Context: an optimization exercise on an open-source flow, tuned for small area and a short achievable clock period. The choices shown serve that exercise and are no tape-out recipe.
Where RTL was checked, it was by simulation tests only, not by an equivalence proof against the original.
For run 1, only the layout was checked, not whether the RTL still works.

==> flow/design.v, too long to show whole: its modules and the start of the top module <==
// module varcic_fa: 10 lines
// module varcic_ha: 9 lines
// module varcic_pgn: 11 lines
// module varcic_gn: 8 lines
// module varcic_pgp: 11 lines
// module varcic_gp: 8 lines
// module varcic_kdec: 14 lines
// module varcic_out: 29 lines
// module varcic_mc: 7951 lines
module varcic_mc #(
  parameter int STAGES    = 5,
  parameter int IN_WIDTH  = 18,
  parameter int OUT_WIDTH = 18,
  parameter int ACC_WIDTH = 48,
  parameter int CHANNELS  = 2
) (
  input  logic                          clock,
  input  logic                          reset,
  input  logic [5:0]                    decimation,
  input  logic [5:0]                    out_shift,
  input  logic                          in_strobe,
  input  logic [CHANNELS*IN_WIDTH-1:0]  in_data,
  output logic                          out_strobe,
  output logic [CHANNELS*OUT_WIDTH-1:0] out_data,
  output logic                          overflow
);
  // ...
==> flow/flow/run.sh <==
#!/bin/bash
set -euo pipefail
export SETUP_SLACK_MARGIN=11.3
export BUFFER_PORTS_ARGS="-buffer_cell sky130_fd_sc_hd__buf_4"
bash standard.sh > standard_flow.log 2>&1
==> flow/standard.sh <==
#!/bin/bash
# synth_recipe.tcl (not shown) runs the flow's synth.tcl, then flattens the netlist and writes it again
# the make line also repeats each setting of config.mk as NAME=value (left out here)
make -C /OpenROAD-flow-scripts/flow DESIGN_CONFIG=/design/flow/config.mk WORK_HOME=/design/flow/orfs CLKGATE_MAP_FILE= SYNTH_SCRIPT=/design/flow/synth_recipe.tcl "${@:-finish}"
==> flow/config.mk <==
export PLATFORM = sky130hd
export DESIGN_NAME = varcic_mc
export DESIGN_NICKNAME = varcic_mc
export VERILOG_FILES = /design/flow/design.v
export SDC_FILE = /design/flow/constraint.sdc
export NUM_CORES = 4
export LEC_CHECK = 0
export CAP_MARGIN = 20
export CORE_MARGIN = 2
export CORE_UTILIZATION = 55
export CTS_BUF_LIST = sky130_fd_sc_hd__clkbuf_8
export SLEW_MARGIN = 20
export SYNTH_HIERARCHICAL = 1
export SYNTH_MINIMUM_KEEP_SIZE = 0
==> flow/constraint.sdc <==
create_clock -name core_clock -period 16.0 [get_ports {clock}]
set_input_delay 3.2000 -clock core_clock [delete_from_list [all_inputs] [get_ports {clock}]]
set_output_delay 3.2000 -clock core_clock [all_outputs]
set_load 0.01 [all_outputs]
==> metrics.md, run 1 <==
| Metric | Value |
|---|---|
| Min-delay src | ch0_2[47]$_DFFE_PP_ |
| Post-layout util | 65.11% |
| Setup WS post-layout | 11,150 ps |
| Area of the multi-input gates | 0.05348 sq mm |
| Syn_nets | 8,038 |
| Commonest cells after routing, fill and taps aside | fa_1, edfxtp_1, inv_1, buf_4, nor2b_1 |
| TritonCTS buffer count | 225 |
| Pre-CTS setup slack | 9428 ps |
| Comb_multi_in | 4,189 |
| Signal buffers | 511 |
| Synth Cell Area | 0.08855 sq mm |
| Status | timing/DRC/antenna clean |
| Fmax | 206.0 MHz |
| Met1 Use GR | 38.95% |
| Via/cell ratio | 5.595 |
| Reg2Reg Capture Point | out_data_r[27]$_SDFFE_PP0P_ |
| Crit end category | register |
| Hold Path Sink | ch0_3[47]$_DFFE_PP_ |
| Worst Path Max Fanout | 6 |
| Root cell of the clock tree | clkbuf_8 |
| Setup_tns | 0 ps |
| Ant. Diodes | 4 |
| Netlist cell types | 62 |
| M1 wire length | 94.84 mm |
| Clk latency of the worst-skew pair | 1020 ps |
| Met3 Resource Use GR | 4.072% |
| Met2 WL post-DR | 114.3 mm |
| Period minus WS final | 4854 ps |
==> module varcic_out, before the edit <==
module varcic_out (
  input  logic [47:0] c,
  input  logic [3:0]  oh_lo,
  input  logic [7:0]  oh_hi,
  input  logic [30:0] mask,
  output logic [17:0] val,
  output logic        hit
);
  logic [45:0] m;
  logic [17:0] r;
  logic        same;
  always_comb begin
    for (int p = 0; p < 46; p++) begin
      m[p] = 1'b0;
      for (int u = 0; u < 4; u++) begin
        if (p + u < 48) m[p] = m[p] | (c[p+u] & oh_lo[u]);
      end
    end
    for (int i = 0; i < 18; i++) begin
      r[i] = 1'b0;
      for (int w = 0; w < 8; w++) begin
        if (i + 4 * w < 46) r[i] = r[i] | (m[i+4*w] & oh_hi[w]);
      end
    end
    same = (&(c[47:17] | ~mask)) | (&(~c[47:17] | ~mask));
    hit  = ~same;
    val  = same ? r : {c[47], {17{~c[47]}}};
  end
endmodule
==> run 2: changes to the inputs <==
--- a/flow/design.v
+++ b/flow/design.v
@@ -66,41 +66,49 @@
       hi[i] = (sh[5:3] == 3'(i));
     end
     for (int j = 0; j < 29; j++) k[j] = hi[(j + 1) >> 3] & lo[(j + 1) & 7];
     k[29] = (|hi[7:4]) | (hi[3] & (lo[6] | lo[7]));
   end
 endmodule
 module varcic_out (
   input  logic [47:0] c,
+  input  logic [30:0] cs,
   input  logic [3:0]  oh_lo,
   input  logic [7:0]  oh_hi,
   input  logic [30:0] mask,
-  output logic [17:0] val,
+  input  logic        load,
+  input  logic        clear,
+  input  logic [17:0] q,
+  output logic [17:0] d,
   output logic        hit
 );
   logic [45:0] m;
-  logic [17:0] r;
+  logic [17:0] r, dn, ds;
   logic        same;
   always_comb begin
     for (int p = 0; p < 46; p++) begin
       m[p] = 1'b0;
       for (int u = 0; u < 4; u++) begin
         if (p + u < 48) m[p] = m[p] | (c[p+u] & oh_lo[u]);
       end
     end
     for (int i = 0; i < 18; i++) begin
       r[i] = 1'b0;
       for (int w = 0; w < 8; w++) begin
         if (i + 4 * w < 46) r[i] = r[i] | (m[i+4*w] & oh_hi[w]);
       end
     end
-    same = (&(c[47:17] | ~mask)) | (&(~c[47:17] | ~mask));
+    same = (&(cs | ~mask)) | (&(~cs | ~mask));
     hit  = ~same;
-    val  = same ? r : {c[47], {17{~c[47]}}};
+    for (int i = 0; i < 18; i++) begin
+      dn[i] = ~clear & (load ? r[i] : q[i]);
+      ds[i] = ~clear & (load ? ((i == 17) ? cs[30] : ~cs[30]) : q[i]);
+    end
+    d = same ? dn : ds;
   end
 endmodule
 module varcic_mc #(
   parameter int STAGES    = 5,
   parameter int IN_WIDTH  = 18,
   parameter int OUT_WIDTH = 18,
   parameter int ACC_WIDTH = 48,
   parameter int CHANNELS  = 2
@@ -127,17 +135,18 @@
   logic [7:0]   s_hi;
   logic         dec_change;
   logic         clr;
   logic         comb_strobe;
   logic [2:0]   flush_cnt;
   logic         flush_done;
   logic         out_en;
   logic [W-1:0]         c_rnd [CHANNELS];
-  logic [OUT_WIDTH-1:0] sat_val [CHANNELS];
+  logic [30:0]          c_sat [CHANNELS];
+  logic [CHANNELS*OUT_WIDTH-1:0] out_d;
   logic [CHANNELS-1:0]  sat_hit;
   logic                          out_strobe_r;
   logic [CHANNELS*OUT_WIDTH-1:0] out_data_r;
   logic                          overflow_r;
   assign dec_eff    = (decimation == 6'd0) ? 6'd1 : decimation;
   assign dec_change = (dec_eff != r_lat);
   assign clr        = reset | dec_change;
   assign s_cur      = (out_shift > 6'd30) ? 6'd30 : out_shift;
@@ -151,18 +160,19 @@
   varcic_kdec u_kdec1 (.sh(out_shift), .k(k_rnd1));
   always_comb begin
     for (int u = 0; u < 4; u++) s_lo[u] = (s_lat[1:0] == 2'(u));
     for (int w = 0; w < 8; w++) s_hi[w] = (s_lat[4:2] == 3'(w));
     s_mask = '0;
     for (int j = 0; j < 31; j++) s_mask[j] = (5'(j) >= s_lat);
   end
   for (genvar k = 0; k < CHANNELS; k++) begin : g_out
-    varcic_out u_out (.c(c_rnd[k]), .oh_lo(s_lo), .oh_hi(s_hi), .mask(s_mask), .val(sat_val[k]),
-                      .hit(sat_hit[k]));
+    varcic_out u_out (.c(c_rnd[k]), .cs(c_sat[k]), .oh_lo(s_lo), .oh_hi(s_hi), .mask(s_mask),
+                      .load(out_en), .clear(reset), .q(out_data_r[k*OUT_WIDTH +: OUT_WIDTH]),
+                      .d(out_d[k*OUT_WIDTH +: OUT_WIDTH]), .hit(sat_hit[k]));
   end
   always_ff @(posedge clock) begin
     s_lat       <= s_cur[4:0];
     r_lat       <= dec_eff;
     r_one       <= (dec_eff == 6'd1);
     comb_strobe <= 1'b0;
     if (clr) begin
       cnt <= 6'd0;
@@ -175,24 +185,21 @@
       end
     end
     if (clr) begin
       flush_cnt <= 3'd0;
     end else if (comb_strobe && !flush_done) begin
       flush_cnt <= flush_cnt + 3'd1;
     end
     out_strobe_r <= out_en;
+    out_data_r   <= out_d;
     if (reset) begin
-      out_data_r <= '0;
       overflow_r <= 1'b0;
-    end else if (out_en) begin
-      for (int k = 0; k < CHANNELS; k++) begin
-        out_data_r[k*OUT_WIDTH +: OUT_WIDTH] <= sat_val[k];
-      end
-      if (|sat_hit) overflow_r <= 1'b1;
+    end else if (out_en && (|sat_hit)) begin
+      overflow_r <= 1'b1;
     end
   end
   logic w0_1_s;
   logic w0_1_c;
   logic w0_2_s;
   logic w0_2_c;
   logic w0_3_s;
   logic w0_3_c;
@@ -1861,16 +1868,17 @@
   logic u0_787_s;
   logic u0_787_c;
   logic u0_788_s;
   logic u0_788_c;
   logic u0_789_s;
   logic u0_789_c;
   logic [47:0] ua0;
   logic [47:0] ub0;
+  logic [30:0] c_sat0;
   logic a0_790_p;
   logic a0_790_g;
   logic a0_791_p;
   logic a0_791_g;
   logic a0_792_p;
   logic a0_792_g;
   logic a0_793_p;
   logic a0_793_g;
@@ -4298,16 +4306,17 @@
   logic u1_2022_s;
   logic u1_2022_c;
   logic u1_2023_s;
   logic u1_2023_c;
   logic u1_2024_s;
   logic u1_2024_c;
   logic [47:0] ua1;
   logic [47:0] ub1;
+  logic [30:0] c_sat1;
   logic a1_2025_p;
   logic a1_2025_g;
   logic a1_2026_p;
   logic a1_2026_g;
   logic a1_2027_p;
   logic a1_2027_g;
   logic a1_2028_p;
   logic a1_2028_g;
@@ -6330,16 +6339,47 @@
   assign c_rnd0[40] = a0_830_p ^ a0_1067_g;
   assign c_rnd0[41] = a0_831_p ^ a0_1069_g;
   assign c_rnd0[42] = a0_832_p ^ a0_1071_g;
   assign c_rnd0[43] = a0_833_p ^ a0_1073_g;
   assign c_rnd0[44] = a0_834_p ^ a0_1075_g;
   assign c_rnd0[45] = a0_835_p ^ a0_1077_g;
   assign c_rnd0[46] = a0_836_p ^ a0_1079_g;
   assign c_rnd0[47] = a0_837_p ^ a0_1081_g;
+  assign c_sat0[0] = ~(a0_807_p ^ a0_1020_g);
+  assign c_sat0[1] = ~(a0_808_p ^ a0_1022_g);
+  assign c_sat0[2] = ~(a0_809_p ^ a0_1023_g);
+  assign c_sat0[3] = ~(a0_810_p ^ a0_1024_g);
+  assign c_sat0[4] = ~(a0_811_p ^ a0_1026_g);
+  assign c_sat0[5] = ~(a0_812_p ^ a0_1028_g);
+  assign c_sat0[6] = ~(a0_813_p ^ a0_1030_g);
+  assign c_sat0[7] = ~(a0_814_p ^ a0_1032_g);
+  assign c_sat0[8] = ~(a0_815_p ^ a0_1033_g);
+  assign c_sat0[9] = ~(a0_816_p ^ a0_1034_g);
+  assign c_sat0[10] = ~(a0_817_p ^ a0_1035_g);
+  assign c_sat0[11] = ~(a0_818_p ^ a0_1036_g);
+  assign c_sat0[12] = ~(a0_819_p ^ a0_1037_g);
+  assign c_sat0[13] = ~(a0_820_p ^ a0_1038_g);
+  assign c_sat0[14] = ~(a0_821_p ^ a0_1039_g);
+  assign c_sat0[15] = ~(a0_822_p ^ a0_1040_g);
+  assign c_sat0[16] = a0_823_p ^ a0_1058_g;
+  assign c_sat0[17] = a0_824_p ^ a0_1059_g;
+  assign c_sat0[18] = a0_825_p ^ a0_1061_g;
+  assign c_sat0[19] = a0_826_p ^ a0_1063_g;
+  assign c_sat0[20] = a0_827_p ^ a0_1064_g;
+  assign c_sat0[21] = a0_828_p ^ a0_1065_g;
+  assign c_sat0[22] = a0_829_p ^ a0_1066_g;
+  assign c_sat0[23] = a0_830_p ^ a0_1067_g;
+  assign c_sat0[24] = a0_831_p ^ a0_1069_g;
+  assign c_sat0[25] = a0_832_p ^ a0_1071_g;
+  assign c_sat0[26] = a0_833_p ^ a0_1073_g;
+  assign c_sat0[27] = a0_834_p ^ a0_1075_g;
+  assign c_sat0[28] = a0_835_p ^ a0_1077_g;
+  assign c_sat0[29] = a0_836_p ^ a0_1079_g;
+  assign c_sat0[30] = a0_837_p ^ a0_1081_g;
   varcic_ha u_b0_1084 (.a(ias0[0]), .b(iac0[0]), .s(b0_1084_p), .co(b0_1084_g));
   varcic_ha u_b0_1085 (.a(ias0[1]), .b(iac0[1]), .s(b0_1085_p), .co(b0_1085_g));
   varcic_ha u_b0_1086 (.a(ias0[2]), .b(iac0[2]), .s(b0_1086_p), .co(b0_1086_g));
   varcic_ha u_b0_1087 (.a(ias0[3]), .b(iac0[3]), .s(b0_1087_p), .co(b0_1087_g));
   varcic_ha u_b0_1088 (.a(ias0[4]), .b(iac0[4]), .s(b0_1088_p), .co(b0_1088_g));
   varcic_ha u_b0_1089 (.a(ias0[5]), .b(iac0[5]), .s(b0_1089_p), .co(b0_1089_g));
   varcic_ha u_b0_1090 (.a(ias0[6]), .b(iac0[6]), .s(b0_1090_p), .co(b0_1090_g));
   varcic_ha u_b0_1091 (.a(ias0[7]), .b(iac0[7]), .s(b0_1091_p), .co(b0_1091_g));
@@ -7793,16 +7833,47 @@
   assign c_rnd1[40] = a1_2065_p ^ a1_2302_g;
   assign c_rnd1[41] = a1_2066_p ^ a1_2304_g;
   assign c_rnd1[42] = a1_2067_p ^ a1_2306_g;
   assign c_rnd1[43] = a1_2068_p ^ a1_2308_g;
   assign c_rnd1[44] = a1_2069_p ^ a1_2310_g;
   assign c_rnd1[45] = a1_2070_p ^ a1_2312_g;
   assign c_rnd1[46] = a1_2071_p ^ a1_2314_g;
   assign c_rnd1[47] = a1_2072_p ^ a1_2316_g;
+  assign c_sat1[0] = ~(a1_2042_p ^ a1_2255_g);
+  assign c_sat1[1] = ~(a1_2043_p ^ a1_2257_g);
+  assign c_sat1[2] = ~(a1_2044_p ^ a1_2258_g);
+  assign c_sat1[3] = ~(a1_2045_p ^ a1_2259_g);
+  assign c_sat1[4] = ~(a1_2046_p ^ a1_2261_g);
+  assign c_sat1[5] = ~(a1_2047_p ^ a1_2263_g);
+  assign c_sat1[6] = ~(a1_2048_p ^ a1_2265_g);
+  assign c_sat1[7] = ~(a1_2049_p ^ a1_2267_g);
+  assign c_sat1[8] = ~(a1_2050_p ^ a1_2268_g);
+  assign c_sat1[9] = ~(a1_2051_p ^ a1_2269_g);
+  assign c_sat1[10] = ~(a1_2052_p ^ a1_2270_g);
+  assign c_sat1[11] = ~(a1_2053_p ^ a1_2271_g);
+  assign c_sat1[12] = ~(a1_2054_p ^ a1_2272_g);
+  assign c_sat1[13] = ~(a1_2055_p ^ a1_2273_g);
+  assign c_sat1[14] = ~(a1_2056_p ^ a1_2274_g);
+  assign c_sat1[15] = ~(a1_2057_p ^ a1_2275_g);
+  assign c_sat1[16] = a1_2058_p ^ a1_2293_g;
+  assign c_sat1[17] = a1_2059_p ^ a1_2294_g;
+  assign c_sat1[18] = a1_2060_p ^ a1_2296_g;
+  assign c_sat1[19] = a1_2061_p ^ a1_2298_g;
+  assign c_sat1[20] = a1_2062_p ^ a1_2299_g;
+  assign c_sat1[21] = a1_2063_p ^ a1_2300_g;
+  assign c_sat1[22] = a1_2064_p ^ a1_2301_g;
+  assign c_sat1[23] = a1_2065_p ^ a1_2302_g;
+  assign c_sat1[24] = a1_2066_p ^ a1_2304_g;
+  assign c_sat1[25] = a1_2067_p ^ a1_2306_g;
+  assign c_sat1[26] = a1_2068_p ^ a1_2308_g;
+  assign c_sat1[27] = a1_2069_p ^ a1_2310_g;
+  assign c_sat1[28] = a1_2070_p ^ a1_2312_g;
+  assign c_sat1[29] = a1_2071_p ^ a1_2314_g;
+  assign c_sat1[30] = a1_2072_p ^ a1_2316_g;
   varcic_ha u_b1_2319 (.a(ias1[0]), .b(iac1[0]), .s(b1_2319_p), .co(b1_2319_g));
   varcic_ha u_b1_2320 (.a(ias1[1]), .b(iac1[1]), .s(b1_2320_p), .co(b1_2320_g));
   varcic_ha u_b1_2321 (.a(ias1[2]), .b(iac1[2]), .s(b1_2321_p), .co(b1_2321_g));
   varcic_ha u_b1_2322 (.a(ias1[3]), .b(iac1[3]), .s(b1_2322_p), .co(b1_2322_g));
   varcic_ha u_b1_2323 (.a(ias1[4]), .b(iac1[4]), .s(b1_2323_p), .co(b1_2323_g));
   varcic_ha u_b1_2324 (.a(ias1[5]), .b(iac1[5]), .s(b1_2324_p), .co(b1_2324_g));
   varcic_ha u_b1_2325 (.a(ias1[6]), .b(iac1[6]), .s(b1_2325_p), .co(b1_2325_g));
   varcic_ha u_b1_2326 (.a(ias1[7]), .b(iac1[7]), .s(b1_2326_p), .co(b1_2326_g));
@@ -8000,23 +8071,25 @@
   assign ia_bin1[47] = ~(b1_2366_p ^ b1_2470_g);
   assign nas0 = {i0_360_c, i0_359_c, i0_358_c, i0_357_c, i0_356_c, i0_355_c, i0_354_c, i0_353_c, i0_352_c, i0_351_c, i0_350_c, i0_349_c, i0_348_c, i0_347_c, i0_346_c, i0_345_c, i0_344_c, i0_343_c, i0_342_c, i0_341_c, i0_340_c, i0_339_c, i0_338_c, i0_337_c, i0_336_c, i0_335_c, i0_334_c, i0_333_c, i0_333_s, i0_331_c, i0_330_c, i0_329_c, i0_328_c, i0_327_c, i0_326_c, i0_325_c, i0_324_c, i0_323_c, i0_322_c, i0_321_c, i0_320_c, i0_319_c, i0_318_c, i0_317_c, i0_316_c, i0_315_c, i0_314_c, i0_314_s};
   assign nac0 = {i0_361_s, i0_360_s, i0_359_s, i0_358_s, i0_357_s, i0_356_s, i0_355_s, i0_354_s, i0_353_s, i0_352_s, i0_351_s, i0_350_s, i0_349_s, i0_348_s, i0_347_s, i0_346_s, i0_345_s, i0_344_s, i0_343_s, i0_342_s, i0_341_s, i0_340_s, i0_339_s, i0_338_s, i0_337_s, i0_336_s, i0_335_s, i0_334_s, i0_332_c, i0_332_s, i0_331_s, i0_330_s, i0_329_s, i0_328_s, i0_327_s, i0_326_s, i0_325_s, i0_324_s, i0_323_s, i0_322_s, i0_321_s, i0_320_s, i0_319_s, i0_318_s, i0_317_s, i0_316_s, i0_315_s, in_data[0]};
   assign ngs0 = {g0_692_c, g0_691_c, g0_690_c, g0_689_c, g0_688_c, g0_687_c, g0_686_c, g0_685_c, g0_684_c, g0_683_c, g0_682_c, g0_681_c, g0_680_c, g0_679_c, g0_678_c, g0_677_c, g0_676_c, g0_676_s, g0_674_c, g0_673_c, g0_672_c, g0_671_c, g0_670_c, g0_669_c, g0_668_c, g0_667_c, g0_666_c, g0_665_c, g0_664_c, g0_663_c, g0_662_c, g0_661_c, g0_660_c, g0_659_c, g0_658_c, g0_657_c, g0_656_c, g0_655_c, g0_654_c, g0_653_c, g0_652_c, g0_651_c, g0_650_c, g0_649_c, g0_648_c, g0_647_c, g0_646_c, k_rnd0[0]};
   assign ngc0 = {g0_693_s, g0_692_s, g0_691_s, g0_690_s, g0_689_s, g0_688_s, g0_687_s, g0_686_s, g0_685_s, g0_684_s, g0_683_s, g0_682_s, g0_681_s, g0_680_s, g0_679_s, g0_678_s, g0_677_s, g0_675_c, g0_675_s, g0_674_s, g0_673_s, g0_672_s, g0_671_s, g0_670_s, g0_669_s, g0_668_s, g0_667_s, g0_666_s, g0_665_s, g0_664_s, g0_663_s, g0_662_s, g0_661_s, g0_660_s, g0_659_s, g0_658_s, g0_657_s, g0_656_s, g0_655_s, g0_654_s, g0_653_s, g0_652_s, g0_651_s, g0_650_s, g0_649_s, g0_648_s, g0_647_s, g0_646_s};
   assign ua0 = {u0_788_c, u0_787_c, u0_786_c, u0_785_c, u0_784_c, u0_783_c, u0_782_c, u0_781_c, u0_780_c, u0_779_c, u0_778_c, u0_777_c, u0_776_c, u0_775_c, u0_774_c, u0_773_c, u0_772_c, u0_771_c, u0_770_c, u0_769_c, u0_768_c, u0_767_c, u0_766_c, u0_765_c, u0_764_c, u0_763_c, u0_762_c, u0_761_c, u0_760_c, u0_759_c, u0_758_c, u0_757_c, u0_756_c, u0_755_c, u0_754_c, u0_753_c, u0_752_c, u0_751_c, u0_750_c, u0_749_c, u0_748_c, u0_747_c, u0_746_c, u0_745_c, u0_744_c, u0_743_c, u0_742_c, u0_742_s};
   assign ub0 = {u0_789_s, u0_788_s, u0_787_s, u0_786_s, u0_785_s, u0_784_s, u0_783_s, u0_782_s, u0_781_s, u0_780_s, u0_779_s, u0_778_s, u0_777_s, u0_776_s, u0_775_s, u0_774_s, u0_773_s, u0_772_s, u0_771_s, u0_770_s, u0_769_s, u0_768_s, u0_767_s, u0_766_s, u0_765_s, u0_764_s, u0_763_s, u0_762_s, u0_761_s, u0_760_s, u0_759_s, u0_758_s, u0_757_s, u0_756_s, u0_755_s, u0_754_s, u0_753_s, u0_752_s, u0_751_s, u0_750_s, u0_749_s, u0_748_s, u0_747_s, u0_746_s, u0_745_s, u0_744_s, u0_743_s, u0_694_s};
   assign c_rnd[0] = c_rnd0;
+  assign c_sat[0] = c_sat0;
   assign nas1 = {i1_1595_c, i1_1594_c, i1_1593_c, i1_1592_c, i1_1591_c, i1_1590_c, i1_1589_c, i1_1588_c, i1_1587_c, i1_1586_c, i1_1585_c, i1_1584_c, i1_1583_c, i1_1582_c, i1_1581_c, i1_1580_c, i1_1579_c, i1_1578_c, i1_1577_c, i1_1576_c, i1_1575_c, i1_1574_c, i1_1573_c, i1_1572_c, i1_1571_c, i1_1570_c, i1_1569_c, i1_1568_c, i1_1568_s, i1_1566_c, i1_1565_c, i1_1564_c, i1_1563_c, i1_1562_c, i1_1561_c, i1_1560_c, i1_1559_c, i1_1558_c, i1_1557_c, i1_1556_c, i1_1555_c, i1_1554_c, i1_1553_c, i1_1552_c, i1_1551_c, i1_1550_c, i1_1549_c, i1_1549_s};
   assign nac1 = {i1_1596_s, i1_1595_s, i1_1594_s, i1_1593_s, i1_1592_s, i1_1591_s, i1_1590_s, i1_1589_s, i1_1588_s, i1_1587_s, i1_1586_s, i1_1585_s, i1_1584_s, i1_1583_s, i1_1582_s, i1_1581_s, i1_1580_s, i1_1579_s, i1_1578_s, i1_1577_s, i1_1576_s, i1_1575_s, i1_1574_s, i1_1573_s, i1_1572_s, i1_1571_s, i1_1570_s, i1_1569_s, i1_1567_c, i1_1567_s, i1_1566_s, i1_1565_s, i1_1564_s, i1_1563_s, i1_1562_s, i1_1561_s, i1_1560_s, i1_1559_s, i1_1558_s, i1_1557_s, i1_1556_s, i1_1555_s, i1_1554_s, i1_1553_s, i1_1552_s, i1_1551_s, i1_1550_s, in_data[18]};
   assign ngs1 = {g1_1927_c, g1_1926_c, g1_1925_c, g1_1924_c, g1_1923_c, g1_1922_c, g1_1921_c, g1_1920_c, g1_1919_c, g1_1918_c, g1_1917_c, g1_1916_c, g1_1915_c, g1_1914_c, g1_1913_c, g1_1912_c, g1_1911_c, g1_1911_s, g1_1909_c, g1_1908_c, g1_1907_c, g1_1906_c, g1_1905_c, g1_1904_c, g1_1903_c, g1_1902_c, g1_1901_c, g1_1900_c, g1_1899_c, g1_1898_c, g1_1897_c, g1_1896_c, g1_1895_c, g1_1894_c, g1_1893_c, g1_1892_c, g1_1891_c, g1_1890_c, g1_1889_c, g1_1888_c, g1_1887_c, g1_1886_c, g1_1885_c, g1_1884_c, g1_1883_c, g1_1882_c, g1_1881_c, k_rnd1[0]};
   assign ngc1 = {g1_1928_s, g1_1927_s, g1_1926_s, g1_1925_s, g1_1924_s, g1_1923_s, g1_1922_s, g1_1921_s, g1_1920_s, g1_1919_s, g1_1918_s, g1_1917_s, g1_1916_s, g1_1915_s, g1_1914_s, g1_1913_s, g1_1912_s, g1_1910_c, g1_1910_s, g1_1909_s, g1_1908_s, g1_1907_s, g1_1906_s, g1_1905_s, g1_1904_s, g1_1903_s, g1_1902_s, g1_1901_s, g1_1900_s, g1_1899_s, g1_1898_s, g1_1897_s, g1_1896_s, g1_1895_s, g1_1894_s, g1_1893_s, g1_1892_s, g1_1891_s, g1_1890_s, g1_1889_s, g1_1888_s, g1_1887_s, g1_1886_s, g1_1885_s, g1_1884_s, g1_1883_s, g1_1882_s, g1_1881_s};
   assign ua1 = {u1_2023_c, u1_2022_c, u1_2021_c, u1_2020_c, u1_2019_c, u1_2018_c, u1_2017_c, u1_2016_c, u1_2015_c, u1_2014_c, u1_2013_c, u1_2012_c, u1_2011_c, u1_2010_c, u1_2009_c, u1_2008_c, u1_2007_c, u1_2006_c, u1_2005_c, u1_2004_c, u1_2003_c, u1_2002_c, u1_2001_c, u1_2000_c, u1_1999_c, u1_1998_c, u1_1997_c, u1_1996_c, u1_1995_c, u1_1994_c, u1_1993_c, u1_1992_c, u1_1991_c, u1_1990_c, u1_1989_c, u1_1988_c, u1_1987_c, u1_1986_c, u1_1985_c, u1_1984_c, u1_1983_c, u1_1982_c, u1_1981_c, u1_1980_c, u1_1979_c, u1_1978_c, u1_1977_c, u1_1977_s};
   assign ub1 = {u1_2024_s, u1_2023_s, u1_2022_s, u1_2021_s, u1_2020_s, u1_2019_s, u1_2018_s, u1_2017_s, u1_2016_s, u1_2015_s, u1_2014_s, u1_2013_s, u1_2012_s, u1_2011_s, u1_2010_s, u1_2009_s, u1_2008_s, u1_2007_s, u1_2006_s, u1_2005_s, u1_2004_s, u1_2003_s, u1_2002_s, u1_2001_s, u1_2000_s, u1_1999_s, u1_1998_s, u1_1997_s, u1_1996_s, u1_1995_s, u1_1994_s, u1_1993_s, u1_1992_s, u1_1991_s, u1_1990_s, u1_1989_s, u1_1988_s, u1_1987_s, u1_1986_s, u1_1985_s, u1_1984_s, u1_1983_s, u1_1982_s, u1_1981_s, u1_1980_s, u1_1979_s, u1_1978_s, u1_1929_s};
   assign c_rnd[1] = c_rnd1;
+  assign c_sat[1] = c_sat1;
   always_ff @(posedge clock) begin
     gs0 <= ngs0;
     gc0 <= ngc0;
     if (in_strobe) begin
       ias0 <= r_one ? '0 : nas0;
       iac0 <= r_one ? '0 : nac0;
       ih0_0 <= ia_bin0;
       ih0_1 <= ih0_0;
==> flow/config.mk (replaced) <==
export PLATFORM = sky130hd
export DESIGN_NAME = varcic_mc
export DESIGN_NICKNAME = varcic_mc
export VERILOG_FILES = /design/flow/design.v
export SDC_FILE = /design/flow/constraint.sdc
export NUM_CORES = 4
export LEC_CHECK = 0
export CAP_MARGIN = 20
export CORE_MARGIN = 2
export CORE_UTILIZATION = 55
export CTS_BUF_LIST = sky130_fd_sc_hd__clkbuf_16
export CTS_CLUSTER_DIAMETER = 80
export CTS_CLUSTER_SIZE = 24
export SLEW_MARGIN = 20
export SYNTH_HIERARCHICAL = 1
export SYNTH_MINIMUM_KEEP_SIZE = 0
==> run 2 against run 1 <==
Register-to-register slack gained 30 ps. Non-clock buffer count is 33 lower. Synthesized cell count is 0.51% lower. Global-route usage decreased by 2.6 points. First-iteration DRC count increased by 11%. Final cell count shrank 4.5%. Fmax rose by 0.55%. Clock-buffer cell count fell by 168. Via count decreased by 2.9%.
==> metrics.md, run 2 <==
| Metric | Value |
|---|---|
| Status | timing/DRC/antenna clean |
| Netlist cell types | 65 (+4.8%) |
| Reg2reg setup slack | 11,170 ps |
| Critical path launch point type | register |
| Vias | 50,140 |
| Period minus WS final | 4827 ps (-26.80 ps) |
| First-pass GRT wire length | 328.6 mm |
| Worst Hold Path Cells | 0 |
| CP peak stage delay | 620 ps |
| Initial Util | 55.40% |
| RSZ-0062 raised after global routing | yes |
| Io pins | 89 |
| Syn_nets | 8,006 (-0.40%) |
| R2R Path Start | iac0[13]$_SDFFCE_PP0P_ |
| Antenna Nets Post-Route | 0 |
| Residual DRC count | 0 |
| Seq/Total Area, Yosys | 41.85% |
| CTS Hold Bufs | 0 |
| Final hold vios | 0 |
| Slew HR | 29.75% |
| Ant. Diodes | 0 (-4) |
| Gpl congestion | 0.9246 |
| Worst path cell trace | fa_1, fa_2, ha_4, a21oi_4, o21ai_2, a21oi_2, o21ai_2, a21oi_2, o21ai_2, xor2_2, buf_4, a22o_1, a221oi_1, nand4_1, o22a_4, nor3b_4, clkbuf_16, a221o_1 |
| Crit Path Category | register to register |
| Via/cell ratio | 5.687 (+1.6%) |
| Antenna violations before repair | 0 |
| Met2 WL post-DR | 91.86 mm (-20%) |
| Cell taking the most area after synthesis | edfxtp_1 |
| Top cell by count, worst path | o21ai_2 |
| Fmax | 207.2 MHz (+0.55%) |
| FP Rows | 146 |
| Fraction of layout instances using a drive strength above 1 | 27.52% |
| Max-cap violations | 0 |
| Post-layout net count | 8,427 |
| Die Height | 403.6 um |
| Vias in the first global route | 53,880 |
| Drt wl/cell | 24.00 um |
| Mapped Cells | 6,251 |
| HP Class | register to register |
| Core area | 0.1586 sq mm |
| Yosys warning total | 13 |
| Commonest non-fill, non-tap cell in the layout | fa_1 |
| TritonCTS buffer count | 87 (-61%) |
| Async SR Flop Fraction | 0% |
| Synth top area share | 36.10% |
| Cell Count, Final, Fillers Out | 8,817 |
| Synth top cells by count | fa_1, edfxtp_1, inv_1, nand2_1, a21oi_2 |
| HPWL after DPL | 162.3 mm |
| Die width | 403.6 um |
| EDFF count, synth | 1,056 |
| Placed instance count | 8,298 |
| Met3 wire length | 13.54 mm |
| Commonest cells after routing, fill and taps aside | fa_1, edfxtp_1, inv_1, buf_4, nor2b_1 |
| Worst-case clock skew | 42.46 ps |
| Clock buffer depth | 3 |
| Top_reg_cell synth | edfxtp_1 |
| Synth Cell Area | 0.08784 sq mm (-0.81%) |
| Iter 0 DRT Violations | 4,443 |
| Min-delay src | ch1_2[47]$_DFFE_PP_ |
| Slowest cell on the critical path | fa_1 |
| CTS clock-pin slew for the worst setup and hold paths | 90 ps |
| Worst setup path end | out_data_r[7]$_DFF_P_ |
| Top routing layer in use | met4 |
| Worst Reg-to-Reg Cells | 18 |
| Final Setup Violations | 0 |
| Largest net degree at the start of global routing | 164 |
| Worst Path Max Fanout | 7 (+1) |
| Router iterations before antenna repair | 7 |
| Synth-to-Final Area Change | 15.42% |
| Max-slew violations | 0 |
| PortBufs | 88 |
| Root cell of the clock tree | clkbuf_16 |
| Tcrit/Tclk final | 30.17% |
| CTS tree | yes |
| Clock sink count | 1,308 |
| GRT Util Overall | 26.64% |
| Seq cells post-synth | 1,308 |
| Final wirelength | 211.6 mm |
| Clk latency of the worst-skew pair | 750 ps (-270 ps) |
| M1 wire length | 102.2 mm (+7.7%) |
| Remaining Overflow, GRT | 0 |
| H-tree levels | 3 |
| Worst path arrival time | 5430 ps |
| Crit path required time | 16,610 ps |
| Crit end category | register |
| Most common cell in the synthesized netlist | fa_1 |
| Least-Margin Pin Slew | 1054 ps |
| Setup_tns | 0 ps (unchanged) |
| Reg2Reg Capture Point | out_data_r[7]$_DFF_P_ |
| Syn Area/Cell | 14.05 sq um |
| Critical Path Source | iac0[13]$_SDFFCE_PP0P_ |
| Die area | 0.1629 sq mm |
| Ranking of synthesized cells by area | edfxtp_1, fa_1, dfxtp_1 |
-- run 2: cell types whose count changed after synthesis, sizes merged, moves of 30 or more --
| cell | change |
|---|---|
| a22oi | -93 |
| o21ai | +72 |
| mux2i | -40 |
| a221o | +34 |
| mux2 | -32 |
| nand2 | +31 |
| nor2 | -31 |
| a22o | +30 |
-- run 2: critical path, delay by kind of cell (launching register included) --
kind,cells,cell delay [ps]
xor+xnor,1,220
compound gates,10,1900
simple gates,2,360
buf+inv,2,360
fa+ha+maj,3,1410
flops,1,440
-- run 2: timing repair --
action                     4_1_cts  5_1_grt
pin swaps                      141      127
setup endpoints to repair      385      207
buffers inserted               282       68
cloned                           3        4
resized for setup              632      247
-- run 2: Yosys stat by module, one instance, submodules excluded --
module | cells | flip-flops and latches
varcic_pgp | 2 | 0
varcic_kdec | 45 | 0
varcic_gp | 1 | 0
varcic_gn | 1 | 0
varcic_fa | 1 | 0
varcic_mc | 2691 | 1308
varcic_pgn | 2 | 0
varcic_out | 374 | 0
varcic_ha | 1 | 0
-- run 2: kinds of logic after synthesis --
family                   share of synthesized area (%)
AO/OA/AOI/OAI                                    10.17
XOR/XNOR                                         2.034
adder cells (fa/ha/maj)                          35.86
buffers and inverters                            3.443
flip-flops                                       41.85
multiplexers                                    0.4359
AND/OR/NAND/NOR                                  6.205
-- run 2: routing by layer --
layer | vias up | global-route usage, %
li1 | 22230 | -
met1 | 26190 | 43.52
met2 | 1517 | 38.09
met3 | 208 | 4.348
met4 | 0 | 4.694
met5 | - | 0
-- run 2: cell type report --
type | count | area (sq um)
fillers | 11890 | 57180
flip-flops and latches | 1308 | 36760
clock buffers | 87 | 2177
inverters | 645 | 2421
clock inverters | 75 | 937.1
multi-input cells | 4152 | 52670
well taps | 2072 | 2592
repair buffers | 478 | 3817
-- run 2: metrics by stage --
stage	utilization, %	hold WS (ps)	area (sq um)	setup WS, ps
floorplan	-	400.3	87990	10910
global placement	57.37	401.2	90970	9274
detailed placement	57.37	405.2	90970	9223
CTS	62.80	426.9	99570	11300
global route	63.94	438.0	101400	11070
finish	63.94	425.0	101400	11170
-- run 2: worst min path at each step --
stage                     endpoint  slack [ps]
6_report       ch1_3[47]$_DFFE_PP_         420
5_1_grt        ih0_2[47]$_DFFE_PP_         440
4_1_cts        ch1_3[47]$_DFFE_PP_         430
3_5_place_dp   ch1_3[47]$_DFFE_PP_         410
3_3_place_gp   ch1_3[47]$_DFFE_PP_         400
2_1_floorplan  ch0_2[47]$_DFFE_PP_         400
==> run 3: changes to the inputs <==
==> flow/flow/run.sh (replaced) <==
#!/bin/bash
set -euo pipefail
export SETUP_SLACK_MARGIN=11.2
export BUFFER_PORTS_ARGS="-buffer_cell sky130_fd_sc_hd__buf_4"
bash standard.sh > standard_flow.log 2>&1
==> run 3 against run 2 <==
First-iteration DRC count rose by 0.99%. Via count grew 0.68%. Global-route usage rose by 0.51 points. Setup slack got worse by 37 ps. Largest cell class unchanged. Hold slack is essentially flat. Highest routed layer is now met5. Clock skew is 5.6 ps higher. Critical path depth unchanged.
==> metrics.md, run 3 <==
| Metric | Value |
|---|---|
| Status | timing/DRC/antenna clean |
| Pre-CTS setup slack | 9651 ps (+427.5 ps) |
| Async SR Flop Fraction | 0% (unchanged) |
| EDFF count, synth | 1,056 (unchanged) |
| Worst-case clock skew | 48.06 ps (+5.602 ps) |
| TritonCTS buffer count | 88 (+1.1%) |
| Commonest non-fill, non-tap cell in the layout | fa_1 |
| Global route hottest layer | met1 |
| Max-cap violations | 0 (unchanged) |
| Synth Cell Area | 0.08784 sq mm (unchanged) |
| Synth top cells by count | fa_1, edfxtp_1, inv_1, nand2_1, a21oi_2 |
| Clk latency of the worst-skew pair | 750 ps (about the same) |
| Final hold vios | 0 (unchanged) |
| Seq/Total Area, Yosys | 41.85% (unchanged) |
| Ant. Diodes | 0 (unchanged) |
| Final Setup Violations | 0 (unchanged) |
| PortBufs | 88 (unchanged) |
| Crit path required time | 16,620 ps (about the same) |
| Crit Path Category | register to register |
| Tcrit/Tclk final | 30.40% (+0.23 points) |
| Core area | 0.1586 sq mm (unchanged) |
| Slew HR | 27.92% (-1.8 points) |
| GRT Util Overall | 27.15% (+0.51 points) |
| RSZ-0062 raised after global routing | yes |
| Via/cell ratio | 5.699 (+0.21%) |
| Met3 Resource Use GR | 4.937% (+0.59 points) |
| Crit end category | register |
| HP Class | register to register |
| Antenna violations before repair | 4 (+4) |
| Mapped Cells | 6,251 (unchanged) |
| H-tree levels | 3 (unchanged) |
| Vias | 50,490 (+0.68%) |
| HPWL after DPL | 166.3 mm (+2.5%) |
| Remaining Overflow, GRT | 0 (unchanged) |
| First-pass GRT wire length | 332.9 mm (+1.3%) |
| Most common cell in the synthesized netlist | fa_1 |
| Largest net degree at the start of global routing | 162 (-1.2%) |
| Synth-to-Final Area Change | 16.09% |
| Cell taking the most area after synthesis | edfxtp_1 |
| Synth top area share | 36.10% (unchanged) |
| CTS clock-pin slew for the worst setup and hold paths | 90 ps (about the same) |
| Die width | 403.6 um (unchanged) |
| Iter 0 DRT Violations | 4,487 (+0.99%) |
| Max-slew violations | 0 (unchanged) |
| Met1 Use GR | 43.57% (+0.053 points) |
| Seq cells post-synth | 1,308 (unchanged) |
| Ranking of synthesized cells by area | edfxtp_1, fa_1, dfxtp_1 |
| Residual DRC count | 0 (unchanged) |
| Setup_tns | 0 ps (unchanged) |
| Clock buffer depth | 3 (unchanged) |
| Worst Path Max Fanout | 9 (+2) |
| Post-layout net count | 8,468 (+0.49%) |
| Antenna Nets Post-Route | 0 (unchanged) |
| Worst path arrival time | 5490 ps (+60 ps) |
| Fmax | 205.6 MHz (-0.75%) |
| Clock sink count | 1,308 (unchanged) |
| Initial Util | 55.40% (unchanged) |
| Critical path launch point type | register |
| Top_reg_cell synth | edfxtp_1 |
| Least-Margin Pin Slew | 1079 ps (+25.22 ps) |
| Period minus WS final | 4863 ps (+36.70 ps) |
| CTS tree | yes |
| FP Rows | 146 (unchanged) |
| Router iterations before antenna repair | 7 (unchanged) |
| Setup WS post-layout | 11,140 ps (-36.70 ps) |
| Root cell of the clock tree | clkbuf_16 |
| Fraction of layout instances using a drive strength above 1 | 27.73% (+0.21 points) |
| Gpl congestion | 0.9401 (+1.7%) |
| Vias in the first global route | 53,960 (+0.16%) |
| Netlist cell types | 65 (unchanged) |
| Yosys warning total | 13 (unchanged) |
| Die Height | 403.6 um (unchanged) |
| Drt wl/cell | 24.47 um (+2.0%) |
| Io pins | 89 (unchanged) |
| Syn_nets | 8,006 (unchanged) |
| Syn Area/Cell | 14.05 sq um (unchanged) |
| Commonest cells after routing, fill and taps aside | fa_1, edfxtp_1, inv_1, buf_4, nor2b_1 |
| Final wirelength | 216.8 mm (+2.5%) |
| Die area | 0.1629 sq mm (unchanged) |
| Routing usage on met2 | 39.47% (+1.4 points) |
| Post-layout util | 64.31% (+0.37 points) |
## run 3: cell types whose count changed in the layout (fill, tap and decap cells not counted), moves of 11 or more
cell / previous run / this run
fa_1: 1291 / 1319
nor2_2: 54 / 43
o21ai_2: 174 / 161
fa_2: 65 / 37
o21ai_4: 44 / 56
buf_4: 453 / 500
## run 3: kinds of logic (layout without fill, tap and decap cells)
logic type | after synthesis | count (layout) | share of synthesized area, %
fa+ha+maj | 1704 | 1704 | 35.86
xor+xnor | 204 | 204 | 2.034
simple gates | 1089 | 1090 | 6.205
flops | 1308 | 1308 | 41.85
compound gates | 1118 | 1122 | 10.17
buf+inv | 794 | 1325 | 3.443
mux | 34 | 34 | 0.4359
## run 3: cell type report
| type | count | area [sq um] |
|---|---|---|
| Fill cell | 11810 | 56600 |
| Sequential cell | 1308 | 36760 |
| Multi-Input combinational cell | 4154 | 52930 |
| Inverter | 645 | 2421 |
| Clock buffer | 89 | 2227 |
| Clock inverter | 75 | 970.9 |
| Timing Repair Buffer | 516 | 4059 |
| Tap cell | 2072 | 2592 |
## run 3: per-stage QoR
stage | instances | hold WS, ps | cell area [sq um]
CTS | 8720 | 423.5 | 98800
global route | 8859 | 445.4 | 102000
detailed placement | 8302 | 405.4 | 90940
global placement | 8302 | 404.8 | 90940
finish | 8859 | 425.0 | 102000
floorplan | 6251 | 400.3 | 87920
## run 3: path summary, 6_finish.rpt
kind | startpoint | endpoint | slack [ps] | cells after the start
max | ias0[27]$_SDFFCE_PP0P_ | out_data_r[11]$_DFF_P_ | 11140 | 18
max reg2reg | ias0[27]$_SDFFCE_PP0P_ | out_data_r[11]$_DFF_P_ | 11140 | 18
min | ih1_0[47]$_DFFE_PP_ | ih1_1[47]$_DFFE_PP_ | 430 | 0
min reg2reg | ih1_0[47]$_DFFE_PP_ | ih1_1[47]$_DFFE_PP_ | 430 | 0
## run 3: layer usage
layer	part of all wire, %	wire, um
met4	1.6	3408
met2	44	96020
met1	48	103000
met3	6.6	14330
met5	0.016	34
## run 3: repair_timing
item,in CTS,in global routing
cloned,5,2
endpoints found under the hold margin,0,0
pin swaps,81,195
buffers inserted,249,137
setup endpoints to repair,279,229
resized for setup,523,400
hold buffers,0,0
## run 3: modules after synthesis (local to each module, per instance)
module	times used	cell area (sq um)
varcic_out	2	2489
varcic_kdec	2	247.7
varcic_pgp	170	12.51
varcic_mc	1	44370
varcic_pgn	250	12.51
varcic_ha	342	12.51
varcic_gp	80	5.005
varcic_gn	104	8.758
varcic_fa	1356	20.02
## run 3: worst max-delay path, stage by stage (launching register included)
cell      delay, ps
edfxtp_1        480
fa_1            590
fa_1            460
ha_4            290
a21oi_2         240
o21ai_2         110
a21oi_2         310
o21ai_2         110
a21oi_2         160
o21ai_4         120
xor2_4          210
buf_4           140
a22o_1          220
a221oi_2        190
nand4_1         210
o22a_4          320
nor3b_4         180
buf_12          140
a221o_1         260
==> run 4: changes to the inputs <==
==> flow/flow/run.sh (replaced) <==
#!/bin/bash
set -euo pipefail
export SETUP_SLACK_MARGIN=11.3
export BUFFER_PORTS_ARGS="-buffer_cell sky130_fd_sc_hd__buf_4"
bash standard.sh > standard_flow.log 2>&1
--- a/flow/config.mk
+++ b/flow/config.mk
@@ -10,6 +10,6 @@
 export CORE_UTILIZATION = 55
 export CTS_BUF_LIST = sky130_fd_sc_hd__clkbuf_16
-export CTS_CLUSTER_DIAMETER = 80
-export CTS_CLUSTER_SIZE = 24
+export CTS_CLUSTER_DIAMETER = 90
+export CTS_CLUSTER_SIZE = 27
 export SLEW_MARGIN = 20
 export SYNTH_HIERARCHICAL = 1
==> run 4 against run 3 <==
Clock-buffer cell count is 17 lower. Synthesized area unchanged. Sequential share of layout area rose by 0.54 points. Fmax up 0.40%. Via count is 0.90% lower. Register-to-register slack better by 20 ps. Global-route usage decreased by 0.57 points. Clock skew rose by 1.7 ps. First-iteration DRC count down 0.16%.
==> metrics.md, run 4 <==
| Metric | Value |
|---|---|
| PortBufs | 88 (unchanged) |
| Placed instance count | 8,298 (-0.048%) |
| Commonest non-fill, non-tap cell in the layout | fa_1 |
| Max-cap violations | 0 (unchanged) |
| Seq cells post-synth | 1,308 (unchanged) |
| Synth top area share | 36.10% (unchanged) |
| Worst path arrival time | 5430 ps (-60 ps) |
| Cell taking the most area after synthesis | edfxtp_1 |
| FP Rows | 146 (unchanged) |
| Fmax | 206.4 MHz (+0.40%) |
| Filler cell count | 12,010 (+1.6%) |
| Worst setup path end | out_data_r[6]$_DFF_P_ |
| Yosys warning total | 13 (unchanged) |
| Synth-to-Final Area Change | 14.36% |
| Gpl congestion | 0.9246 (-1.6%) |
| Clk latency of the worst-skew pair | 740 ps (about the same) |
| Mapped Cells | 6,251 (unchanged) |
| HP Class | register to register |
| Reg2Reg Capture Point | out_data_r[6]$_DFF_P_ |
| Most common cell in the synthesized netlist | fa_1 |
| Iter 0 DRT Violations | 4,480 (-0.16%) |
| Final wirelength | 210.5 mm (-2.9%) |
| Die area | 0.1629 sq mm (unchanged) |
| Drt wl/cell | 23.99 um (-2.0%) |
| Worst-case clock skew | 49.75 ps (+1.689 ps) |
| Commonest cells after routing, fill and taps aside | fa_1, edfxtp_1, inv_1, buf_4, nor2b_1 |
| RSZ-0062 raised after global routing | yes |
| Root cell of the clock tree | clkbuf_16 |
| Largest net degree at the start of global routing | 164 (+1.2%) |
| Reg2reg setup slack | 11,160 ps (+20 ps) |
| Post-layout net count | 8,397 (-0.84%) |
| Netlist cell types | 65 (unchanged) |
| First-pass GRT wire length | 328.2 mm (-1.4%) |
| Syn Area/Cell | 14.05 sq um (unchanged) |
| Worst Hold Path Cells | 0 (unchanged) |
| Vias | 50,030 (-0.90%) |
| Top_reg_cell synth | edfxtp_1 |
| Fraction of layout instances using a drive strength above 1 | 26.72% (-1.0 points) |
| HPWL after DPL | 162.3 mm (-2.4%) |
| Crit Path Category | register to register |
| Synth top cells by count | fa_1, edfxtp_1, inv_1, nand2_1, a21oi_2 |
| Antenna violations before repair | 2 (-2) |
| Via/cell ratio | 5.702 (about the same) |
| Residual DRC count | 0 (unchanged) |
| Antenna Nets Post-Route | 0 (unchanged) |
| Worst Reg-to-Reg Cells | 19 (+1) |
| Core area | 0.1586 sq mm (unchanged) |
| Die Height | 403.6 um (unchanged) |
| Period minus WS final | 4844 ps (-19.20 ps) |
| Syn_nets | 8,006 (unchanged) |
| Worst Path Max Fanout | 15 (+6) |
| Final hold vios | 0 (unchanged) |
| Clock buffer depth | 3 (unchanged) |
| Status | timing/DRC/antenna clean |
| CTS clock-pin slew for the worst setup and hold paths | 110 ps (+20 ps) |
| EDFF count, synth | 1,056 (unchanged) |
| Critical path launch point type | register |
| CTS Hold Bufs | 0 (unchanged) |
| R2R Path Start | ias0[11]$_SDFFCE_PP0P_ |
| H-tree levels | 3 (unchanged) |
| Setup_tns | 0 ps (unchanged) |
| Critical Path Source | ias0[11]$_SDFFCE_PP0P_ |
| Initial Util | 55.40% (unchanged) |
| Final Setup Violations | 0 (unchanged) |
| Remaining Overflow, GRT | 0 (unchanged) |
| Crit path required time | 16,590 ps (-30 ps) |
| TritonCTS buffer count | 72 (-18%) |
| Vias in the first global route | 53,920 (-0.080%) |
| Clock sink count | 1,308 (unchanged) |
| Least-Margin Pin Slew | 1055 ps (-24.41 ps) |
| Router iterations before antenna repair | 7 (unchanged) |
| Slew HR | 29.69% (+1.8 points) |
| Die width | 403.6 um (unchanged) |
| Ranking of synthesized cells by area | edfxtp_1, fa_1, dfxtp_1 |
| GRT Util Overall | 26.59% (-0.57 points) |
| Max-slew violations | 0 (unchanged) |
| Synth Cell Area | 0.08784 sq mm (unchanged) |
| Io pins | 89 (unchanged) |
| CTS tree | yes |
| Seq/Total Area, Yosys | 41.85% (unchanged) |
| Crit end category | register |
| Async SR Flop Fraction | 0% (unchanged) |
| Cell Count, Final, Fillers Out | 8,774 (-0.96%) |
| Tcrit/Tclk final | 30.28% (-0.12 points) |
-- run 4: routing by layer --
metal	vias to the layer above	part of all wire (%)	global-route usage, %
met5	-	0	0
li1	22120	-	-
met3	212	6.2	4.099
met2	1521	43	38.02
met4	0	1.8	4.805
met1	26180	49	43.53
-- run 4: cell families after synthesis --
family          after synthesis  synth area share (%)
fa+ha+maj                  1704                 35.86
flops                      1308                 41.85
compound gates             1118                 10.17
simple gates               1089                 6.205
buf+inv                     794                 3.443
xor+xnor                    204                 2.034
mux                          34                0.4359
-- run 4: final cells by class --
type	count	area (sq um)	share of cell area, %
clock inverter	60	726.9	0.7237
multi-input combinational	4152	52470	52.24
sequential	1308	36760	36.60
antenna	2	5.005	0.004982
timing repair buffer	463	3665	3.648
inverter	645	2421	2.410
tap	2072	2592	2.581
clock buffer	72	1802	1.794
-- run 4: repair_timing --
action / in CTS / in global routing
gates resized for setup: 665 / 174
buffers inserted: 290 / 47
setup endpoints to repair: 385 / 207
pin swaps: 148 / 77
gates cloned: 3 / 2
-- run 4: worst min-delay path by stage --
stage	from	end	slack [ps]
after floorplan	ch0_1[47]$_DFFE_PP_	ch0_2[47]$_DFFE_PP_	400
after global placement	ch1_2[47]$_DFFE_PP_	ch1_3[47]$_DFFE_PP_	400
after detailed placement	ch1_2[47]$_DFFE_PP_	ch1_3[47]$_DFFE_PP_	410
after CTS	ch1_2[47]$_DFFE_PP_	ch1_3[47]$_DFFE_PP_	430
after global routing	ih0_1[47]$_DFFE_PP_	ih0_2[47]$_DFFE_PP_	440
final	ch1_2[47]$_DFFE_PP_	ch1_3[47]$_DFFE_PP_	430
-- run 4: critical path, stage by stage, from the launching register on --
cell and delay [ps]:
edfxtp_1 470, fa_1 580, fa_1 470, ha_4 290
a21oi_4 210, o21ai_2 130, a21oi_2 220, o21ai_2 110
a21oi_2 140, o21ai_2 80, xor2_2 210, buf_4 160
buf_4 150, a22o_1 190, a221oi_1 210, nand4_1 180
o22a_4 290, nor3b_4 170, buf_12 150, a221o_1 260
-- run 4: per-stage QoR --
step	setup WS (ps)	area, sq um	utilization [%]	hold slack [ps]
CTS	11290	99160	62.54	430.6
global placement	9274	90970	57.37	401.2
floorplan	10910	87990	-	400.3
detailed placement	9223	90970	57.37	405.2
finish	11160	100400	63.35	427.8
global route	11020	100400	63.35	438.9
-- run 4: Yosys stat by module (local to each module, per instance) --
module	copies in the design	cell area, sq um
varcic_out	2	2489
varcic_gn	104	8.758
varcic_mc	1	44370
varcic_pgn	250	12.51
varcic_fa	1356	20.02
varcic_gp	80	5.005
varcic_pgp	170	12.51
varcic_kdec	2	247.7
varcic_ha	342	12.51
==> run 5: changes to the inputs <==
==> flow/flow/run.sh (replaced) <==
#!/bin/bash
set -euo pipefail
export SETUP_SLACK_MARGIN=11.6
export BUFFER_PORTS_ARGS="-buffer_cell sky130_fd_sc_hd__buf_4"
bash standard.sh > standard_flow.log 2>&1
==> run 5 against run 4 <==
Still clean on timing, DRC and antenna. Die area did not move. Synthesized area did not move. Sequential share of layout area fell by 0.27 points. Wire length rose by 3.3%. Via count rose by 0.88%. Sequential cell count did not move. Hold slack got worse by 0.68 ps. Critical endpoint is now out_data_r[33]$_DFF_P_.
==> metrics.md, run 5 <==
| Metric | Value |
|---|---|
| CTS Hold Bufs | 0 (unchanged) |
| Clock buffer depth | 3 (unchanged) |
| Gpl congestion | 0.9739 (+5.3%) |
| EDFF count, synth | 1,056 (unchanged) |
| Iter 0 DRT Violations | 4,289 (-4.3%) |
| Cell taking the most area after synthesis | edfxtp_1 |
| Ant. Diodes | 0 (-2) |
| Clock sink count | 1,308 (unchanged) |
| Final hold vios | 0 (unchanged) |
| PortBufs | 88 (unchanged) |
| Io pins | 89 (unchanged) |
| Reg2reg setup slack | 11,190 ps (+30 ps) |
| Largest net degree at the start of global routing | 190 (+16%) |
| Core area | 0.1586 sq mm (unchanged) |
| Synth top area share | 36.10% (unchanged) |
| HPWL after DPL | 168.8 mm (+4.0%) |
| CTS clock-pin slew for the worst setup and hold paths | 100 ps (about the same) |
| Antenna Nets Post-Route | 0 (unchanged) |
| Worst Reg-to-Reg Cells | 17 (-2) |
| Pre-CTS setup slack | 9474 ps (+251.2 ps) |
| Crit Path Category | register to register |
| Min Hold Slack | 427.1 ps (-0.6830 ps) |
| Antenna violations before repair | 2 (unchanged) |
| Critical path launch point type | register |
| Syn Area/Cell | 14.05 sq um (unchanged) |
| Synth-to-Final Area Change | 15.52% |
| Vias in the first global route | 54,430 (+0.94%) |
| R2R Path Start | ias1[11]$_SDFFCE_PP0P_ |
| Period minus WS final | 4810 ps (-34.40 ps) |
| Seq/Total Area, Yosys | 41.85% (unchanged) |
| Die width | 403.6 um (unchanged) |
| Setup WS post-layout | 11,190 ps (+34.40 ps) |
| Via/cell ratio | 5.728 (+0.44%) |
| Yosys warning total | 13 (unchanged) |
| Commonest non-fill, non-tap cell in the layout | fa_1 |
| Fraction of layout instances using a drive strength above 1 | 28.37% (+1.7 points) |
| Max-slew violations | 0 (unchanged) |
| Mapped Cells | 6,251 (unchanged) |
| Synth top cells by count | fa_1, edfxtp_1, inv_1, nand2_1, a21oi_2 |
| Worst-case clock skew | 52.62 ps (+2.871 ps) |
| First-pass GRT wire length | 338.0 mm (+3.0%) |
| Final wirelength | 217.4 mm (+3.3%) |
| Post-layout net count | 8,433 (+0.43%) |
| Hold Path Sink | ch0_3[47]$_DFFE_PP_ |
| Max-cap violations | 0 (unchanged) |
| Crit end category | register |
| Worst path arrival time | 5410 ps (-20 ps) |
| Router iterations before antenna repair | 9 (+2) |
| Initial Util | 55.40% (unchanged) |
| Status | timing/DRC/antenna clean |
| Syn_nets | 8,006 (unchanged) |
| TritonCTS buffer count | 74 (+2.8%) |
| FP Rows | 146 (unchanged) |
| Placed instance count | 8,302 (+0.048%) |
| Most common cell in the synthesized netlist | fa_1 |
| Async SR Flop Fraction | 0% (unchanged) |
| Vias | 50,470 (+0.88%) |
| Root cell of the clock tree | clkbuf_16 |
| Worst Hold Path Cells | 0 (unchanged) |
| HP Class | register to register |
| Crit path required time | 16,600 ps (about the same) |
| GRT Util Overall | 27.57% (+0.98 points) |
| CTS tree | yes |
| Fmax | 207.9 MHz (+0.72%) |
| Cell Count, Final, Fillers Out | 8,812 (+0.43%) |
| Ranking of synthesized cells by area | edfxtp_1, fa_1, dfxtp_1 |
| Clk latency of the worst-skew pair | 750 ps (about the same) |
| Final Setup Violations | 0 (unchanged) |
| Die Height | 403.6 um (unchanged) |
| Commonest cells after routing, fill and taps aside | fa_1, edfxtp_1, inv_1, buf_4, nor2b_1 |
| Synth Cell Area | 0.08784 sq mm (unchanged) |
| Remaining Overflow, GRT | 0 (unchanged) |
| Seq cells post-synth | 1,308 (unchanged) |
| Top_reg_cell synth | edfxtp_1 |
| Reg2Reg Capture Point | out_data_r[33]$_DFF_P_ |
| Least-Margin Pin Slew | 1285 ps (+230.2 ps) |
| Tcrit/Tclk final | 30.06% (-0.22 points) |
| Drt wl/cell | 24.67 um (+2.8%) |
| Slew HR | 14.35% (-15 points) |
| H-tree levels | 3 (unchanged) |
| Netlist cell types | 65 (unchanged) |
| Setup_tns | 0 ps (unchanged) |
| Residual DRC count | 0 (unchanged) |
| RSZ-0062 raised after global routing | yes |
| Worst Path Max Fanout | 7 (-8) |
| Die area | 0.1629 sq mm (unchanged) |
| Min-delay src | ch0_2[47]$_DFFE_PP_ |
## run 5: how the worst max path moves through the flow
stage | slack (ps) | startpoint | end | cells after the start
2_1_floorplan | 10910 | comb_strobe$_SDFF_PP0_ | out_data_r[21]$_DFF_P_ | 5
3_3_place_gp | 9440 | ias0[2]$_SDFFCE_PP0P_ | out_data_r[14]$_DFF_P_ | 16
3_5_place_dp | 9470 | ias0[2]$_SDFFCE_PP0P_ | out_data_r[6]$_DFF_P_ | 16
4_1_cts | 11320 | iac1[10]$_SDFFCE_PP0P_ | out_data_r[33]$_DFF_P_ | 18
5_1_grt | 11100 | ias1[11]$_SDFFCE_PP0P_ | out_data_r[33]$_DFF_P_ | 17
6_report | 11190 | ias1[11]$_SDFFCE_PP0P_ | out_data_r[33]$_DFF_P_ | 17
## run 5: metrics by stage
step | utilization, % | area, sq um
after floorplan | - | 88040
after global placement | 57.43 | 91060
after detailed placement | 57.43 | 91060
after CTS | 63.38 | 100500
after global routing | 63.99 | 101500
final | 63.99 | 101500
## run 5: routing by layer
layer / share of wire, % / GRT usage [%]
met1: 47 / 43.86
met3: 6.2 / 4.530
met4: 2.1 / 5.198
met2: 44 / 40.50
met5: 0 / 0
## run 5: cells by family (layout without fill, tap and decap cells)
group	count (synthesis)	count (layout)	share of synthesized area (%)
fa+ha+maj	1704	1704	35.86
flops	1308	1308	41.85
compound gates	1118	1122	10.17
simple gates	1089	1089	6.205
buf+inv	794	1279	3.443
xor+xnor	204	204	2.034
mux	34	34	0.4359
## run 5: worst max-delay path: stages, from the launching register on
cell and delay (ps):
edfxtp_1 470, fa_1 600, fa_1 470, ha_4 360
nand2_4 100, nor2_4 180, buf_4 150, nand2_4 80
o21ai_4 260, a21oi_4 130, xnor2_4 330, nor2b_1 100
a2111oi_2 340, nand4_1 200, o22a_4 320, nor3b_4 180
buf_6 130, a221o_1 260
## run 5: cell type report
class,count,area (sq um)
clock buffer,75,1877
clock inverter,63,738.2
fill,11870,57090
inverter,645,2421
multi-input combinational,4153,52910
sequential,1308,36860
tap,2072,2592
timing repair buffer,496,4068
## run 5: modules after synthesis (local to each module, per instance), excerpt
module | copies in the design | cells inside | flops+latches | cell area (sq um)
varcic_pgp | 170 | 2 | 0 | 12.51
varcic_kdec | 2 | 45 | 0 | 247.7
varcic_ha | 342 | 1 | 0 | 12.51
varcic_gn | 104 | 1 | 0 | 8.758
varcic_pgn | 250 | 2 | 0 | 12.51
varcic_gp | 80 | 1 | 0 | 5.005
varcic_fa | 1356 | 1 | 0 | 20.02
## run 5: what timing repair did
action	CTS	global route
pin swaps	214	105
setup endpoints to repair	291	221
gates cloned	6	1
gates resized for setup	863	140
setup buffers	320	45
==> run 6: changes to the inputs <==
==> flow/flow/run.sh (replaced) <==
#!/bin/bash
set -euo pipefail
export SETUP_SLACK_MARGIN=11.8
export BUFFER_PORTS_ARGS="-buffer_cell sky130_fd_sc_hd__buf_4"
bash standard.sh > standard_flow.log 2>&1
==> run 6 against run 5 <==
Fmax rose by 0.32%. Via count rose by 0.38%. Core utilization rose by 0.27 points. Sequential share of layout area fell by 0.16 points. Highest routed layer unchanged. Still clean on timing, DRC and antenna. Clock-buffer cell count rose by 2. Sequential cell count did not move. Cell area rose by 0.43%.
==> metrics.md, run 6 <==
| Metric | Value |
|---|---|
| Status | timing/DRC/antenna clean |
| Clk latency of the worst-skew pair | 730 ps (-20 ps) |
| Clock buffer depth | 3 (unchanged) |
| Residual DRC count | 0 (unchanged) |
| Crit path required time | 16,580 ps (-20 ps) |
| Initial Util | 55.40% (unchanged) |
| Synth-to-Final Area Change | 16.02% |
| Synth top area share | 36.10% (unchanged) |
| Final Setup Violations | 0 (unchanged) |
| Clock sink count | 1,308 (unchanged) |
| Die width | 403.6 um (unchanged) |
| Critical path launch point type | register |
| Router iterations before antenna repair | 8 (-1) |
| EDFF count, synth | 1,056 (unchanged) |
| FP Rows | 146 (unchanged) |
| Post-layout net count | 8,440 (+0.083%) |
| Seq cells post-synth | 1,308 (unchanged) |
| Iter 0 DRT Violations | 4,388 (+2.3%) |
| Root cell of the clock tree | clkbuf_16 |
| Max-cap violations | 0 (unchanged) |
[run 6: changes by cell type in the layout (fill, tap and decap cells not counted), sizes merged]
cell,previous run,this run
buf,495,501
clkbuf,75,78
inv,683,677
clkinvlp,8,1
clkinv,17,26
[run 6: routing by layer]
layer / global-route usage (%) / vias up / wire length, um
met5: 0 / - / 0
met4: 5.715 / 0 / 4993
met3: 4.253 / 279 / 13100
met2: 40.85 / 1492 / 96970
met1: 43.86 / 26680 / 103300
li1: - / 22220 / -
[run 6: worst paths after layout]
kind | endpoint | cells after the start | startpoint
worst max-delay path | out_data_r[18]$_DFF_P_ | 19 | ias1[4]$_SDFFCE_PP0P_
worst min-delay path | ih1_3[11]$_DFFE_PP_ | 0 | ih1_2[11]$_DFFE_PP_
worst max register to register | out_data_r[18]$_DFF_P_ | 19 | ias1[4]$_SDFFCE_PP0P_
worst min register to register | ih1_3[11]$_DFFE_PP_ | 0 | ih1_2[11]$_DFFE_PP_
[run 6: modules after synthesis (local to each module, per instance)]
module       copies in the design  area [sq um]  cells
varcic_pgn                    250         12.51      2
varcic_kdec                     2         247.7     45
varcic_pgp                    170         12.51      2
varcic_out                      2          2489    374
varcic_gp                      80         5.005      1
varcic_mc                       1         44370   2691
varcic_fa                    1356         20.02      1
varcic_ha                     342         12.51      1
varcic_gn                     104         8.758      1
[run 6: what timing repair did]
action	in CTS	in global routing
endpoints found under the hold margin	0	0
gates cloned	4	2
pin swaps	254	127
setup endpoints to repair	361	270
buffers inserted	319	53
resized for setup	932	127
[run 6: metrics by stage]
| stage | hold slack [ps] | cells | setup WS [ps] |
|---|---|---|---|
| after floorplan | 400.3 | 6251 | 10910 |
| after global placement | 404.3 | 8302 | 9362 |
| after detailed placement | 411.2 | 8302 | 9366 |
| after CTS | 421.6 | 8761 | 11330 |
| after global routing | 438.5 | 8817 | 11100 |
| final | 422.3 | 8817 | 11210 |
[run 6: cells by family after synthesis]
| kind of cell | Yosys count | synth area share (%) |
|---|---|---|
| xor gates and xnor gates | 204 | 2.034 |
| buffers and inverters | 794 | 3.443 |
| DFF | 1308 | 41.85 |
| adders and majority gates | 1704 | 35.86 |
| muxes | 34 | 0.4359 |
| and+or+nand+nor | 1089 | 6.205 |
| AOI/OAI and AO/OA | 1118 | 10.17 |
[run 6: worst max-delay path: stages, from the launching register on]
cell      delay [ps]
edfxtp_1         480
fa_1             580
fa_1             460
ha_4             350
nand2_4          100
o21ai_4          270
a21oi_4           50
buf_4            150
o21ai_4          240
inv_2             70
o21ai_4          180
xor2_2           120
buf_4            150
a22o_1           200
a221oi_2         170
nand4_1          180
o22a_4           290
nor3b_4          180
buf_12           140
a221o_1          250
[run 6: layout make-up]
class / instances / share of cell area, %
multi-input cells: 4153 / 52.21
flip-flops and latches: 1308 / 36.17
repair buffers: 503 / 4.167
well taps: 2072 / 2.544
inverters: 645 / 2.376
clock buffers: 77 / 1.891
clock inverters: 59 / 0.6458

[port drivers added, routing unchanged]
How much do the figures lean on ideal ports? The routed layouts below were timed once more, with nothing changed but the port constraints.
Step 1 sets driving cells, clkbuf_16 on the clock port and buf_2 on the other inputs (assumed; they add their load-dependent delay and slew).
Step 2 times the ports against the registers' clock, not the clock port: input delays grow and output delays shrink by t, the midpoint of the rising clock arrivals with the driver on.
Three values: ideal, step 1, step 2; two values: the first two.
run | t, ns | slack for setup (ns) | hold WS [ns] | worst setup path after step 2 | pins driven straight from the clock port
run 1 | 1.069 | 11.147 / 11.147 / 10.365 | 0.414 / 0.414 / 0.414 | input to register | 1
run 2 | 0.805 | 11.173 / 11.173 / 10.511 | 0.425 / 0.425 / 0.425 | input to register | 1
run 3 | 0.818 | 11.137 / 11.137 / 10.541 | 0.425 / 0.425 / 0.425 | input to register | 1
run 4 | 0.797 | 11.156 / 11.156 / 10.553 | 0.428 / 0.428 / 0.428 | input to register | 1
run 5 | 0.814 | 11.190 / 11.190 / 10.556 | 0.427 / 0.427 / 0.427 | input to register | 1
run 6 | 0.793 | 11.205 / 11.205 / 10.625 | 0.422 / 0.422 / 0.422 | input to register | 1
After both steps setup and hold are still met in every run listed. For run 1, which loses most, drivers alone change the setup slack by 0.000 ns; drivers and shift together by -0.782 ns.
